This design comes from an exercise in tuning for small area, a short achievable clock period and few clock cycles on the open sky130 flow, not from production work.
The RTL was checked by simulation tests, not by an equivalence proof against the original design.

==> design/flow/design.v <==
package acc_pkg;
  localparam int WORD_BITS = 32;
  localparam int LANE_BITS = 8;
  localparam int LANES     = WORD_BITS / LANE_BITS;
  localparam int ADDR_WIDTH_DEF = 32;
  localparam int CNT_WIDTH_DEF  = 8;
  typedef logic [WORD_BITS-1:0]        word_t;
  typedef logic signed [LANE_BITS-1:0] lane_t;
  typedef enum logic [2:0] {
    ST_IDLE,
    ST_FETCH,
    ST_MAC,
    ST_WRITE,
    ST_DONE
  } acc_state_e;
  function automatic word_t byte_rev(input word_t w);
    word_t r;
    for (int b = 0; b < LANES; b++) begin
      r[b*LANE_BITS +: LANE_BITS] = w[(LANES-1-b)*LANE_BITS +: LANE_BITS];
    end
    byte_rev = r;
  endfunction
endpackage
`timescale 1ns/100ps
module acc_loop_counter #(
  parameter int CNT_WIDTH = acc_pkg::CNT_WIDTH_DEF
) (
  input  logic                   ap_clk,
  input  logic                   ap_rst_n,
  input  logic                   cnt_clear,
  input  logic                   step,
  input  logic [CNT_WIDTH-1:0]   cfg_ci,
  input  logic [CNT_WIDTH-1:0]   cfg_co,
  output logic [CNT_WIDTH-1:0]   ci_idx,
  output logic [CNT_WIDTH-1:0]   co_idx,
  output logic [2*CNT_WIDTH-1:0] wgt_idx,
  output logic                   ci_last,
  output logic                   co_last
);
  logic [CNT_WIDTH-1:0] ci_cnt_q;
  logic [CNT_WIDTH-1:0] co_cnt_q;
  always_ff @(posedge ap_clk) begin
    if (cnt_clear) begin
      ci_cnt_q <= cfg_ci;
      co_cnt_q <= cfg_co;
    end
  end
  assign ci_last = (ci_idx == ci_cnt_q - 1'b1);
  assign co_last = (co_idx == co_cnt_q - 1'b1);
  always_ff @(posedge ap_clk or negedge ap_rst_n) begin
    if (!ap_rst_n) begin
      ci_idx  <= '0;
      co_idx  <= '0;
      wgt_idx <= '0;
    end else if (cnt_clear) begin
      ci_idx  <= '0;
      co_idx  <= '0;
      wgt_idx <= '0;
    end else if (step) begin
      if (ci_last) begin
        ci_idx <= '0;
        co_idx <= co_idx + 1'b1;
      end else begin
        ci_idx <= ci_idx + 1'b1;
      end
      wgt_idx <= wgt_idx + 1'b1;
    end
  end
endmodule
`timescale 1ns/100ps
module acc_ctrl_fsm (
  input  logic ap_clk,
  input  logic ap_rst_n,
  input  logic ap_start,
  input  logic fetch_done,
  input  logic write_done,
  input  logic ci_last,
  input  logic co_last,
  output logic ap_idle,
  output logic ap_ready,
  output logic ap_done,
  output logic fetch_start,
  output logic mac_en,
  output logic mac_clear,
  output logic write_start,
  output logic cnt_clear,
  output logic step
);
  acc_pkg::acc_state_e state_q;
  acc_pkg::acc_state_e state_d;
  logic       first_q;
  assign ap_idle   = (state_q == acc_pkg::ST_IDLE) || (state_q == acc_pkg::ST_DONE);
  assign ap_ready  = ap_idle && ap_start;
  assign ap_done   = (state_q == acc_pkg::ST_DONE);
  assign cnt_clear = ap_ready;
  assign mac_en    = (state_q == acc_pkg::ST_MAC);
  assign mac_clear = first_q;
  assign step = (mac_en && !ci_last) || ((state_q == acc_pkg::ST_WRITE) && write_done);
  always_comb begin
    state_d = state_q;
    case (state_q)
      acc_pkg::ST_IDLE, acc_pkg::ST_DONE: begin
        state_d = ap_start ? acc_pkg::ST_FETCH : acc_pkg::ST_IDLE;
      end
      acc_pkg::ST_FETCH: begin
        if (fetch_done) state_d = acc_pkg::ST_MAC;
      end
      acc_pkg::ST_MAC: begin
        state_d = ci_last ? acc_pkg::ST_WRITE : acc_pkg::ST_FETCH;
      end
      acc_pkg::ST_WRITE: begin
        if (write_done) state_d = co_last ? acc_pkg::ST_DONE : acc_pkg::ST_FETCH;
      end
      default: state_d = acc_pkg::ST_IDLE;
    endcase
  end
  always_ff @(posedge ap_clk or negedge ap_rst_n) begin
    if (!ap_rst_n) begin
      state_q     <= acc_pkg::ST_IDLE;
      fetch_start <= 1'b0;
      write_start <= 1'b0;
      first_q     <= 1'b0;
    end else begin
      state_q     <= state_d;
      fetch_start <= (state_d == acc_pkg::ST_FETCH) && (state_q != acc_pkg::ST_FETCH);
      write_start <= (state_d == acc_pkg::ST_WRITE) && (state_q != acc_pkg::ST_WRITE);
      if (ap_ready || ((state_q == acc_pkg::ST_WRITE) && write_done)) begin
        first_q <= 1'b1;
      end else if (mac_en) begin
        first_q <= 1'b0;
      end
    end
  end
endmodule
`timescale 1ns/100ps
module acc_fetch_unit #(
  parameter int ADDR_WIDTH = acc_pkg::ADDR_WIDTH_DEF,
  parameter int CNT_WIDTH  = acc_pkg::CNT_WIDTH_DEF
) (
  input  logic                   ap_clk,
  input  logic                   ap_rst_n,
  input  logic                   cfg_load,
  input  logic [ADDR_WIDTH-1:0]  ifm_addr_base,
  input  logic [ADDR_WIDTH-1:0]  wgt_addr_base,
  input  logic                   fetch_start,
  input  logic [CNT_WIDTH-1:0]   ci_idx,
  input  logic [2*CNT_WIDTH-1:0] wgt_idx,
  output logic                   ifm_rd_req,
  output logic [ADDR_WIDTH-1:0]  ifm_rd_addr,
  input  logic                   ifm_rd_valid,
  input  acc_pkg::word_t         ifm_rd_data,
  output logic                   wgt_rd_req,
  output logic [ADDR_WIDTH-1:0]  wgt_rd_addr,
  input  logic                   wgt_rd_valid,
  input  acc_pkg::word_t         wgt_rd_data,
  output logic                   fetch_done,
  output acc_pkg::word_t         ifm_word,
  output acc_pkg::word_t         wgt_word
);
  logic [ADDR_WIDTH-1:0] ifm_base_q;
  logic [ADDR_WIDTH-1:0] wgt_base_q;
  logic                  busy_q;
  logic                  ifm_got_q;
  logic                  wgt_got_q;
  logic                  ifm_have;
  logic                  wgt_have;
  always_ff @(posedge ap_clk) begin
    if (cfg_load) begin
      ifm_base_q <= ifm_addr_base;
      wgt_base_q <= wgt_addr_base;
    end
  end
  assign ifm_rd_req  = fetch_start;
  assign wgt_rd_req  = fetch_start;
  assign ifm_rd_addr = ifm_base_q + (ADDR_WIDTH'(ci_idx) << 2);
  assign wgt_rd_addr = wgt_base_q + (ADDR_WIDTH'(wgt_idx) << 2);
  assign ifm_have = ifm_got_q || ifm_rd_valid;
  assign wgt_have = wgt_got_q || wgt_rd_valid;
  always_ff @(posedge ap_clk) begin
    if (ifm_rd_valid) ifm_word <= acc_pkg::byte_rev(ifm_rd_data);
    if (wgt_rd_valid) wgt_word <= acc_pkg::byte_rev(wgt_rd_data);
  end
  always_ff @(posedge ap_clk or negedge ap_rst_n) begin
    if (!ap_rst_n) begin
      busy_q     <= 1'b0;
      ifm_got_q  <= 1'b0;
      wgt_got_q  <= 1'b0;
      fetch_done <= 1'b0;
    end else begin
      fetch_done <= 1'b0;
      if (fetch_start) begin
        busy_q    <= 1'b1;
        ifm_got_q <= 1'b0;
        wgt_got_q <= 1'b0;
      end else if (busy_q) begin
        ifm_got_q <= ifm_have;
        wgt_got_q <= wgt_have;
        if (ifm_have && wgt_have) begin
          busy_q     <= 1'b0;
          fetch_done <= 1'b1;
        end
      end
    end
  end
endmodule
`timescale 1ns/100ps
module acc_mac_unit (
  input  logic           ap_clk,
  input  logic           ap_rst_n,
  input  logic           mac_en,
  input  logic           mac_clear,
  input  acc_pkg::word_t ifm_word,
  input  acc_pkg::word_t wgt_word,
  output acc_pkg::word_t acc_value
);
  logic signed [2*acc_pkg::LANE_BITS-1:0] prod [acc_pkg::LANES];
  logic signed [acc_pkg::WORD_BITS-1:0]   dot_sum;
  always_comb begin
    for (int i = 0; i < acc_pkg::LANES; i++) begin
      prod[i] = $signed(ifm_word[i*acc_pkg::LANE_BITS +: acc_pkg::LANE_BITS]) *
                $signed(wgt_word[i*acc_pkg::LANE_BITS +: acc_pkg::LANE_BITS]);
    end
  end
  always_comb begin
    dot_sum = '0;
    for (int i = 0; i < acc_pkg::LANES; i++) begin
      dot_sum = dot_sum + prod[i];
    end
  end
  always_ff @(posedge ap_clk or negedge ap_rst_n) begin
    if (!ap_rst_n) begin
      acc_value <= '0;
    end else if (mac_en) begin
      if (mac_clear) begin
        acc_value <= acc_pkg::word_t'(dot_sum);
      end else begin
        acc_value <= acc_value + acc_pkg::word_t'(dot_sum);
      end
    end
  end
endmodule
`timescale 1ns/100ps
module acc_ofm_writer #(
  parameter int ADDR_WIDTH = acc_pkg::ADDR_WIDTH_DEF,
  parameter int CNT_WIDTH  = acc_pkg::CNT_WIDTH_DEF
) (
  input  logic                  ap_clk,
  input  logic                  ap_rst_n,
  input  logic                  cfg_load,
  input  logic [ADDR_WIDTH-1:0] ofm_addr_base,
  input  logic                  write_start,
  input  logic [CNT_WIDTH-1:0]  co_idx,
  input  acc_pkg::word_t        acc_value,
  input  logic                  ofm_wr_ack,
  output logic                  ofm_wr_req,
  output logic [ADDR_WIDTH-1:0] ofm_wr_addr,
  output acc_pkg::word_t        ofm_wr_data,
  output logic                  write_done
);
  logic [ADDR_WIDTH-1:0] ofm_base_q;
  logic                  pending_q;
  always_ff @(posedge ap_clk) begin
    if (cfg_load) begin
      ofm_base_q <= ofm_addr_base;
    end
    if (write_start) begin
      ofm_wr_addr <= ofm_base_q + (ADDR_WIDTH'(co_idx) << 2);
      ofm_wr_data <= acc_pkg::byte_rev(acc_value);
    end
  end
  always_ff @(posedge ap_clk or negedge ap_rst_n) begin
    if (!ap_rst_n) begin
      ofm_wr_req <= 1'b0;
      pending_q  <= 1'b0;
      write_done <= 1'b0;
    end else begin
      ofm_wr_req <= write_start;
      write_done <= pending_q && ofm_wr_ack;
      if (write_start) begin
        pending_q <= 1'b1;
      end else if (ofm_wr_ack) begin
        pending_q <= 1'b0;
      end
    end
  end
endmodule
`timescale 1ns/100ps
module acc_top #(
  parameter int ADDR_WIDTH = acc_pkg::ADDR_WIDTH_DEF,
  parameter int CNT_WIDTH  = acc_pkg::CNT_WIDTH_DEF
) (
  input  logic                  ap_clk,
  input  logic                  ap_rst_n,
  input  logic                  ap_start,
  output logic                  ap_idle,
  output logic                  ap_ready,
  output logic                  ap_done,
  input  logic [ADDR_WIDTH-1:0] ifm_addr_base,
  input  logic [ADDR_WIDTH-1:0] wgt_addr_base,
  input  logic [ADDR_WIDTH-1:0] ofm_addr_base,
  input  logic [CNT_WIDTH-1:0]  cfg_ci,
  input  logic [CNT_WIDTH-1:0]  cfg_co,
  output logic                  ifm_rd_req,
  output logic [ADDR_WIDTH-1:0] ifm_rd_addr,
  input  logic                  ifm_rd_valid,
  input  acc_pkg::word_t        ifm_rd_data,
  output logic                  wgt_rd_req,
  output logic [ADDR_WIDTH-1:0] wgt_rd_addr,
  input  logic                  wgt_rd_valid,
  input  acc_pkg::word_t        wgt_rd_data,
  output logic                  ofm_wr_req,
  output logic [ADDR_WIDTH-1:0] ofm_wr_addr,
  output acc_pkg::word_t        ofm_wr_data,
  input  logic                  ofm_wr_ack
);
  logic                   fetch_start;
  logic                   fetch_done;
  logic                   mac_en;
  logic                   mac_clear;
  logic                   write_start;
  logic                   write_done;
  logic                   cnt_clear;
  logic                   step;
  logic                   ci_last;
  logic                   co_last;
  logic [CNT_WIDTH-1:0]   ci_idx;
  logic [CNT_WIDTH-1:0]   co_idx;
  logic [2*CNT_WIDTH-1:0] wgt_idx;
  acc_pkg::word_t                  ifm_word;
  acc_pkg::word_t                  wgt_word;
  acc_pkg::word_t                  acc_value;
  acc_ctrl_fsm u_ctrl (
    .ap_clk      (ap_clk),
    .ap_rst_n    (ap_rst_n),
    .ap_start    (ap_start),
    .fetch_done  (fetch_done),
    .write_done  (write_done),
    .ci_last     (ci_last),
    .co_last     (co_last),
    .ap_idle     (ap_idle),
    .ap_ready    (ap_ready),
    .ap_done     (ap_done),
    .fetch_start (fetch_start),
    .mac_en      (mac_en),
    .mac_clear   (mac_clear),
    .write_start (write_start),
    .cnt_clear   (cnt_clear),
    .step        (step)
  );
  acc_loop_counter #(
    .CNT_WIDTH (CNT_WIDTH)
  ) u_cnt (
    .ap_clk    (ap_clk),
    .ap_rst_n  (ap_rst_n),
    .cnt_clear (cnt_clear),
    .step      (step),
    .cfg_ci    (cfg_ci),
    .cfg_co    (cfg_co),
    .ci_idx    (ci_idx),
    .co_idx    (co_idx),
    .wgt_idx   (wgt_idx),
    .ci_last   (ci_last),
    .co_last   (co_last)
  );
  acc_fetch_unit #(
    .ADDR_WIDTH (ADDR_WIDTH),
    .CNT_WIDTH  (CNT_WIDTH)
  ) u_fetch (
    .ap_clk        (ap_clk),
    .ap_rst_n      (ap_rst_n),
    .cfg_load      (ap_ready),
    .ifm_addr_base (ifm_addr_base),
    .wgt_addr_base (wgt_addr_base),
    .fetch_start   (fetch_start),
    .ci_idx        (ci_idx),
    .wgt_idx       (wgt_idx),
    .ifm_rd_req    (ifm_rd_req),
    .ifm_rd_addr   (ifm_rd_addr),
    .ifm_rd_valid  (ifm_rd_valid),
    .ifm_rd_data   (ifm_rd_data),
    .wgt_rd_req    (wgt_rd_req),
    .wgt_rd_addr   (wgt_rd_addr),
    .wgt_rd_valid  (wgt_rd_valid),
    .wgt_rd_data   (wgt_rd_data),
    .fetch_done    (fetch_done),
    .ifm_word      (ifm_word),
    .wgt_word      (wgt_word)
  );
  acc_mac_unit u_mac (
    .ap_clk    (ap_clk),
    .ap_rst_n  (ap_rst_n),
    .mac_en    (mac_en),
    .mac_clear (mac_clear),
    .ifm_word  (ifm_word),
    .wgt_word  (wgt_word),
    .acc_value (acc_value)
  );
  acc_ofm_writer #(
    .ADDR_WIDTH (ADDR_WIDTH),
    .CNT_WIDTH  (CNT_WIDTH)
  ) u_wr (
    .ap_clk        (ap_clk),
    .ap_rst_n      (ap_rst_n),
    .cfg_load      (ap_ready),
    .ofm_addr_base (ofm_addr_base),
    .write_start   (write_start),
    .co_idx        (co_idx),
    .acc_value     (acc_value),
    .ofm_wr_ack    (ofm_wr_ack),
    .ofm_wr_req    (ofm_wr_req),
    .ofm_wr_addr   (ofm_wr_addr),
    .ofm_wr_data   (ofm_wr_data),
    .write_done    (write_done)
  );
endmodule
==> design/flow/run.sh <==
#!/bin/bash
# synth_recipe.tcl (not shown) runs the flow's synth.tcl, then flattens the netlist and writes it again
# the make line also repeats each setting of config.mk as NAME=value (left out here)
make -C /OpenROAD-flow-scripts/flow DESIGN_CONFIG=/design/flow/config.mk WORK_HOME=/design/flow/orfs CLKGATE_MAP_FILE= SYNTH_SCRIPT=/design/flow/synth_recipe.tcl finish
==> design/flow/config.mk <==
export PLATFORM = sky130hd
export DESIGN_NAME = acc_top
export DESIGN_NICKNAME = acc_top
export VERILOG_FILES = /design/flow/design.v
export SDC_FILE = /design/flow/constraint.sdc
export NUM_CORES = 4
export LEC_CHECK = 0
export CAP_MARGIN = 20
export CORE_MARGIN = 2
export CORE_UTILIZATION = 40
export SLEW_MARGIN = 20
==> design/flow/constraint.sdc <==
create_clock -name core_clock -period 12.5 [get_ports {ap_clk}]
set_input_delay 2.5000 -clock core_clock [delete_from_list [all_inputs] [get_ports {ap_clk}]]
set_output_delay 2.5000 -clock core_clock [all_outputs]
set_load 0.01 [all_outputs]
==> flow_metrics.py <==
metrics = {
    "yosys": {
        "ys_seq_area_share_pct": 33.4,
        "syn-mean-instance-area_sq_um": 10.7,
        "ys_ff_latch": 317,
        "syn_nets": 3265,
        "synthArstFlopShare_pct": 24.3,
        "synth_area_sq_um": 27400,
        "synth_warnings": 6,
        "synthCells": 2551,
        "dominantRegCellSynth": "edfxtp_1",
        "synth_cell_types": 65,
        "synth_edf_count": 240,
    },
    "worst_setup_path": {
        "r2r_start": "u_fetch.wgt_word[1]$_DFFE_PP_",
        "cp-endpoint": "u_mac.acc_value[27]$_DFFE_PN0N_",
        "crit_required_ns": 13.01,
        "worst_ep_arrival_time_ns": 12.33,
        "critical_path.max_fanout": 8,
        "crit_type": "register to register",
        "cp_slowest_cell": "fa_1",
        "end_kind": "register",
        "crit_path_max_incr_delay_ns": 0.55,
        "rr_worst_depth": 46,
        "crit_start": "u_fetch.wgt_word[1]$_DFFE_PP_",
        "timing.rr.end": "u_mac.acc_value[27]$_DFFE_PN0N_",
        "r2r_slack_ns": 0.68,
        "cp-start-kind": "register",
        "crit_top_cell": "fa_1",
    },
    "die": {
        "die_y_um": 266,
        "ios": 316,
        "dieArea_sq_um": 70500,
        "coreArea_sq_um": 67400,
        "initial_core_util_pct": 40.6,
        "rows": 95,
        "die_w_um": 266,
    },
    "clock_network": {
        "cts_hold_buf": 0,
        "cts_root_buf": "clkbuf_16",
        "cts_buffers": 40,
        "clk_latency_ns": 0.59,
        "cts.clk_slew.worst_paths_ns": 0.07,
        "h-tree-depth": 2,
        "cts_tree": "yes",
        "clockBufferDepth": 3,
        "clock_sinks": 317,
    },
    "grt": {
        "grt.overflow.total": 0,
        "track_usage_pct": 18.5,
        "grt_first_pass_wirelength_mm": 104,
        "grt_max_degree": 77,
        "grt_pass1_vias": 20200,
        "antenna_found_initial": 3,
    },
    "sta": {
        "rsz0062_at_grt": "false",
        "fin_crit_ns": 11.82,
        "clock.fmax_mhz": 84.6,
        "worst_pin_slew_ns": 0.921,
        "slew_headroom_pct": 38.6,
        "period_share_pct": 94.6,
        "hold_violations": 0,
        "setup_viol": 0,
        "fin_skew_ns": 0.0401,
        "fin_ws_ns": 0.676,
        "slew_viol_final": 0,
        "tns_ns": 0,
    },
    "finish": {
        "final_common_cell": "inv_1",
        "num-fill-cells": 6016,
        "area_delta_synth_final_pct": 20.4,
        "seqCellArea_sq_um": 9140,
        "drive_gt1_share_pct": 3.76,
        "multi_input_area_sq_um": 16300,
        "final_cell_mix": "477 x inv_1, 322 x fa_1, 312 x clkdlybuf4s50_1",
        "fin_nets": 3609,
    },
    "placement": {
        "port-buffer-count": 315,
        "hpwl_mm": 51.7,
        "pre_cts_ws_ns": 0.0684,
        "gp_congestion": 0.910,
    },
    "detailed_routing": {
        "dr.pass1.iters": 5,
        "wl_per_cell_um": 16.8,
        "drtIter0Drc": 783,
        "vias": 18900,
        "ant_nets": 0,
        "viasPerCell": 4.97,
        "drc": 0,
        "routed_wl_mm": 64.0,
    },
    "status": {
        "status": "complete, no violations",
    },
    "job": {
        "cap_violations": 0,
    },
    "min_path": {
        "hold_class": "register to register",
        "worstHoldStart": "u_wr.ofm_base_q[1]$_DFFE_PP_",
        "whs_path_depth": 0,
    },
}
[critical path, delay by kind of cell (launching register included)]
kind	cells	cell delay, ns
adders and majority gates	15	6.70
AOI/OAI and AO/OA	13	2.67
and+or+nand+nor	5	0.77
buffers and inverters	9	0.57
DFF	1	0.52
xor gates and xnor gates	3	0.43
muxes	1	0.09
[metrics by stage]
step,cells,hold slack [ns],utilization [%],instance area [sq um]
5_1_grt,3800,0.446,48.9,32900
3_3_place_gp,3724,0.404,46.9,31600
4_1_cts,3798,0.433,48.8,32900
3_5_place_dp,3724,0.418,46.9,31600
6_report,3804,0.430,48.9,32900
2_1_floorplan,2551,0.400,-,27400
[cells in the mapped netlist (all sizes together) (19+ instances only)]
library cell  number  share of area, %
xnor2            125               4.0
nor2b             22              0.50
and3              30              0.69
a21oi             83               1.5
xor2              57               1.8
nand2            195               2.7
nand2b            25              0.57
nand4             19              0.49
inv              477               6.5
edfxtp           240                26
nor2             126               1.7
nand3             43              0.79
and2             147               3.4
clkbuf            27              0.37
dfrtp             77               7.0
ha               209               9.6
o21ai             76               1.4
a21o              44               1.2
nor3              27              0.54
fa               323                24
[cells by family after synthesis]
logic type,share of synthesized area [%]
AO/OA/AOI/OAI,7.45
XOR/XNOR,5.83
adder cells (fa/ha/maj),33.2
buffers and inverters,7.12
flip-flops,33.4
multiplexers,0.403
AND/OR/NAND/NOR,12.6
[timing repair]
action                                  in CTS  in global routing
endpoints found under the hold margin        0                  0
resized for setup                            0                  9
endpoints found under the setup margin       0                 10
buffers inserted                             0                  2
[sequential cells by signal, indices dropped and copies added, names as in the netlist, 3 cells and up]
name and count:
u_fetch.wgt_base_q 32, u_mac.acc_value 32, u_cnt.co_cnt_q 8, u_ctrl.state_q 3
u_cnt.ci_idx 8, u_wr.ofm_wr_addr 32, u_cnt.ci_cnt_q 8, u_cnt.co_idx 8
u_cnt.wgt_idx 16, u_wr.ofm_base_q 32, u_fetch.ifm_base_q 32, u_fetch.ifm_word 32
u_fetch.wgt_word 32, u_wr.ofm_wr_data 32
[worst min-delay path by stage]
stage	end	slack, ns
final	u_wr.ofm_wr_addr[1]$_DFFE_PP_	0.43
after global routing	u_wr.ofm_wr_addr[1]$_DFFE_PP_	0.45
after CTS	u_wr.ofm_wr_addr[1]$_DFFE_PP_	0.43
after detailed placement	u_wr.ofm_wr_addr[1]$_DFFE_PP_	0.42
after global placement	u_wr.ofm_wr_addr[1]$_DFFE_PP_	0.40
after floorplan	u_wr.ofm_wr_addr[0]$_DFFE_PP_	0.40
[area by class of cell]
class                           count  share of cell area (%)
Multi-Input combinational cell   1721                    49.5
Clock inverter                     21                   0.653
Tap cell                          873                    3.32
Antenna cell                        4                  0.0304
Timing Repair Buffer              336                    10.0
Sequential cell                   317                    27.7
Clock buffer                       53                    3.28
Inverter                          479                    5.47
[layer usage]
layer / track usage [%] / up-vias / routed length, um
met5: 0 / - / 11
met4: 5.34 / 2 / 1580
met3: 4.18 / 103 / 3880
met2: 33.1 / 433 / 33000
met1: 22.3 / 9381 / 25600
li1: - / 9000 / -
Testbench counts, summed over its fixed seeds: cycles 145,618.

[what the ideal ports hide]
The flow's constraints put no driver on any port. The routed layout listed below was extracted and timed again, unchanged, in two steps. Step 1 (the two cells are an assumption about what drives the block):
set clk [get_ports {ap_clk}]
set_driving_cell -lib_cell sky130_fd_sc_hd__clkbuf_16 $clk
set_driving_cell -lib_cell sky130_fd_sc_hd__buf_2 [delete_from_list [all_inputs] $clk]
Step 2 times the ports against the registers' clock, not the clock port: input delays grow and output delays shrink by t, the midpoint of the rising clock arrivals with the driver on. Three values: ideal ports, drivers, drivers and shift; two values: the first two.
t, ns: 0.627
setup WS [ns]: 0.676 / 0.676 / 0.676
hold slack, ns: 0.430 / 0.430 / 0.430
worst register clock-pin slew, ns: 0.07 / 0.07
worst slew at a driven data input, ns: 0.11
After both steps this run still meets setup and hold. For this run, drivers alone change the setup slack by 0.000 ns; drivers and shift together by 0.000 ns.
